What follows belongs to an exercise in optimizing a design on an open flow for small area, a short achievable clock period and few clock cycles per item; a production flow would make more cautious choices.
Only simulation tests tie the RTL to the original design; equivalence was not proved.

Design euclidean_integer_divider_top, start of the top module:
module euclidean_integer_divider_top #(
   parameter int KS = 2       
) (
   input  wire logic              clock,
   input  wire logic              reset,
   input  wire logic              req_valid,
   output logic                   req_ready,
   input  edv_pkg::req_type       req_data,
   output logic                   rsp_valid,
   input  wire logic              rsp_ready,
   output edv_pkg::rsp_type       rsp_data
);
Settings: LEC_CHECK=0, CAP_MARGIN=20, CORE_MARGIN=2, CORE_UTILIZATION=40, PLACE_DENSITY=0.6, SETUP_SLACK_MARGIN=2.0, SLEW_MARGIN=20; clock period 5.0 ns.
standard.sh (not shown) runs the stock make flow with config.mk's settings and CLKGATE_MAP_FILE= SYNTH_SCRIPT=/design/flow/synth_recipe.tcl, a recipe that flattens the netlist after the stock synthesis.
==> flow/flow/run.sh <==
#!/bin/bash
# The standard layout (standard.sh), run in three parts, with these
# changes to how the layout is made:
# - synthesis does not extract full/half adders into sky130 fa/ha cells
#   before ABC (ADDER_MAP_FILE empty), so the carry-save and prefix logic
#   maps as gates;
# - ABC maps with flow/abc_speed.script (structural choices, then delay-
#   oriented mapping) instead of ORFS's, from a copy of ORFS's scripts folder
#   that differs only in that file;
# - during placement only, the delay cells (clkdlybuf4s*, dlygate*, dlymetal*)
#   are also don't-use, so the port buffers that placement inserts on every
#   input and output are plain buffers rather than delay cells.
# Registers, names and all other steps are the standard flow's. Each part's
# make output goes to its own log here; ORFS's per-step logs stay under
# orfs/logs.
set -euo pipefail
rm -rf scripts
cp -r "$FLOW_HOME/scripts" scripts
cp flow/abc_speed.script scripts/abc_speed.script
common=(SCRIPTS_DIR="$PWD/scripts" ADDER_MAP_FILE=)
bash standard.sh "${common[@]}" synth floorplan > flow_synth_floorplan.log 2>&1
du=$(make -s -C "$FLOW_HOME" DESIGN_CONFIG="$PWD/config.mk" WORK_HOME="$PWD/orfs" print-DONT_USE_CELLS | sed -n 's/^DONT_USE_CELLS: //p')
dly="sky130_fd_sc_hd__clkdlybuf4s15_1 sky130_fd_sc_hd__clkdlybuf4s15_2 sky130_fd_sc_hd__clkdlybuf4s18_1 sky130_fd_sc_hd__clkdlybuf4s18_2 sky130_fd_sc_hd__clkdlybuf4s25_1 sky130_fd_sc_hd__clkdlybuf4s25_2 sky130_fd_sc_hd__clkdlybuf4s50_1 sky130_fd_sc_hd__clkdlybuf4s50_2 sky130_fd_sc_hd__dlygate4sd1_1 sky130_fd_sc_hd__dlygate4sd2_1 sky130_fd_sc_hd__dlygate4sd3_1 sky130_fd_sc_hd__dlymetal6s2s_1 sky130_fd_sc_hd__dlymetal6s4s_1 sky130_fd_sc_hd__dlymetal6s6s_1"
bash standard.sh "${common[@]}" DONT_USE_CELLS="$du $dly" place > flow_place.log 2>&1
bash standard.sh "${common[@]}" finish > flow_finish.log 2>&1
==> flow/flow/abc_speed.script <==
strash
dch -f
map
topo
buffer -c
upsize -c
dnsize -c
Testbench counts at the start, summed over its fixed seeds: cycles 37,141, items 3,600.
Edit:
--- a/flow/design.v
+++ b/flow/design.v
@@ -112,53 +112,49 @@
    logic          dbz_q;
    logic [CW-1:0] cnt_q;         
    logic          fst_q;         
    logic          act_q;         
    logic          pc_q;          
    logic          vld_q;
    wire [31:0] a = req_data.dividend;
    wire [31:0] b = req_data.divisor;
    wire [30:0] bx = b[30:0] ^ {31{b[31]}};
    logic       unused_v;
    logic [4:0] z;
    edv_lzc u_lz (.x({bx, 1'b1}), .v(unused_v), .c(z));
+   logic [4:0] zf_q;     
+   logic       pv_q;     
+   always_ff @(posedge clock) begin
+      zf_q <= z;
+   end
    logic [CW-1:0] cyc;
-   logic [P:0]    epad;    
+   logic [P:0]    epad;
    always_comb begin
       cyc  = '0;
       epad = '0;
       for (int i = 0; i < 32; i++) begin
-         if (z == 5'(i)) begin
+         if (zf_q == 5'(i)) begin
             cyc  = CW'((i + 2 + KS - 1) / KS);
             epad = (P+1)'(1) << (((i + 2 + KS - 1) / KS) * KS - (i + 2));
          end
       end
-   end
-   logic [4:0]    zf_q;
-   logic [P:0]    epf_q;
-   logic [CW-1:0] cyf_q;
-   logic          pv_q;     
-   always_ff @(posedge clock) begin
-      zf_q  <= z;
-      epf_q <= epad;
-      cyf_q <= cyc;
    end
    wire [31:0] bn = b << zf_q;
    logic [WN-1:0] w0, c0;
    always_comb begin
       w0 = '0;
       c0 = '0;
       for (int e = 0; e <= P; e++) begin
-         w0 = w0 | ({WN{epf_q[e]}} & ({{(WN-32){a[31]}}, a} << (P - e)));
-         c0 = c0 | ({WN{epf_q[e] & b[31]}} & ({{(WN-32){b[31]}}, b} << (P - e)));
+         w0 = w0 | ({WN{epad[e]}} & ({{(WN-32){a[31]}}, a} << (P - e)));
+         c0 = c0 | ({WN{epad[e] & b[31]}} & ({{(WN-32){b[31]}}, b} << (P - e)));
       end
    end
    wire [YN-1:0] dx   = {{(YN-34-P){d_q[31]}}, d_q, {(P+2){1'b0}}};
    wire          dneg = d_q[31];
    function automatic logic [1:0] dsel(input logic [3:0] est, input logic neg);
       logic ge0, m1;
       ge0 = !est[3];
       m1  = (est == 4'b1111);
       dsel = neg ? {!ge0 && !m1, ge0} : {ge0, !ge0 && !m1};    
    endfunction
    logic [WN-1:0] ws [KS+1];
    logic [WN-1:0] wc [KS+1];
@@ -238,25 +234,25 @@
    always_ff @(posedge clock) begin
       if (load) begin
          d_q    <= bn;
          bneg_q <= b[31];
          bz_q   <= (b == 32'd0);
       end
    end
    always_ff @(posedge clock) begin
       if (load) begin
          ws_q  <= w0;
          wc_q  <= c0;
          {qp0_q, qn0_q} <= dsel(w0[WN-1:WN-4] + c0[WN-1:WN-4], b[31]);
-         cnt_q <= cyf_q;
+         cnt_q <= cyc;
          fst_q <= 1'b1;
       end else begin
          ws_q  <= ws[KS];
          wc_q  <= wc[KS];
          {qp0_q, qn0_q} <= {qp[KS], qn[KS]};
          cnt_q <= cnt_q - 1'b1;
          fst_q <= 1'b0;
       end
    end
    always_ff @(posedge clock) begin
       qm_q <= qm_n;
    end
After rerunning:
- non-clock buffer count came out lower by 29
- cell area went down by 5.7%
- hold slack is better by 0.027 ns
- critical path depth stays the same
- worst setup slack is better by 0.015 ns
- count of clock-buffer cells in the layout stays the same
- wire length went down by 6.3%
- die area decreases by 3.2%
Testbench counts after the change, summed over its fixed seeds: cycles 37,141, items 3,600.

separate check: timing with driven ports:
No port has a modelled driver above. Below, the same layouts with a new extraction and two added sets of constraints.
Step 1, drivers: a clkbuf_16 drives clock and a buf_2 each remaining input, both assumed.
Step 2 moves the port delays by t, midway between the first and last clock arrival at a register: inputs arrive t later, outputs are due t later. That takes back most of the time a late clock gives input paths.
Slacks: ideal ports / drivers / drivers and shift; pairs: ideal ports / drivers.
run | shift t [ns] | setup WS [ns] | hold slack, ns | pins driven straight from the clock port
the first run | 0.516 | 2.103 / 2.095 / 1.647 | 0.438 / 0.438 / 0.438 | 1
the second run | 0.507 | 2.118 / 2.118 / 1.700 | 0.465 / 0.465 / 0.465 | 1
After both steps every run listed still meets setup and hold. The setup slack of the first run, which loses most, moves by -0.008 ns with the drivers and by -0.456 ns with both steps.
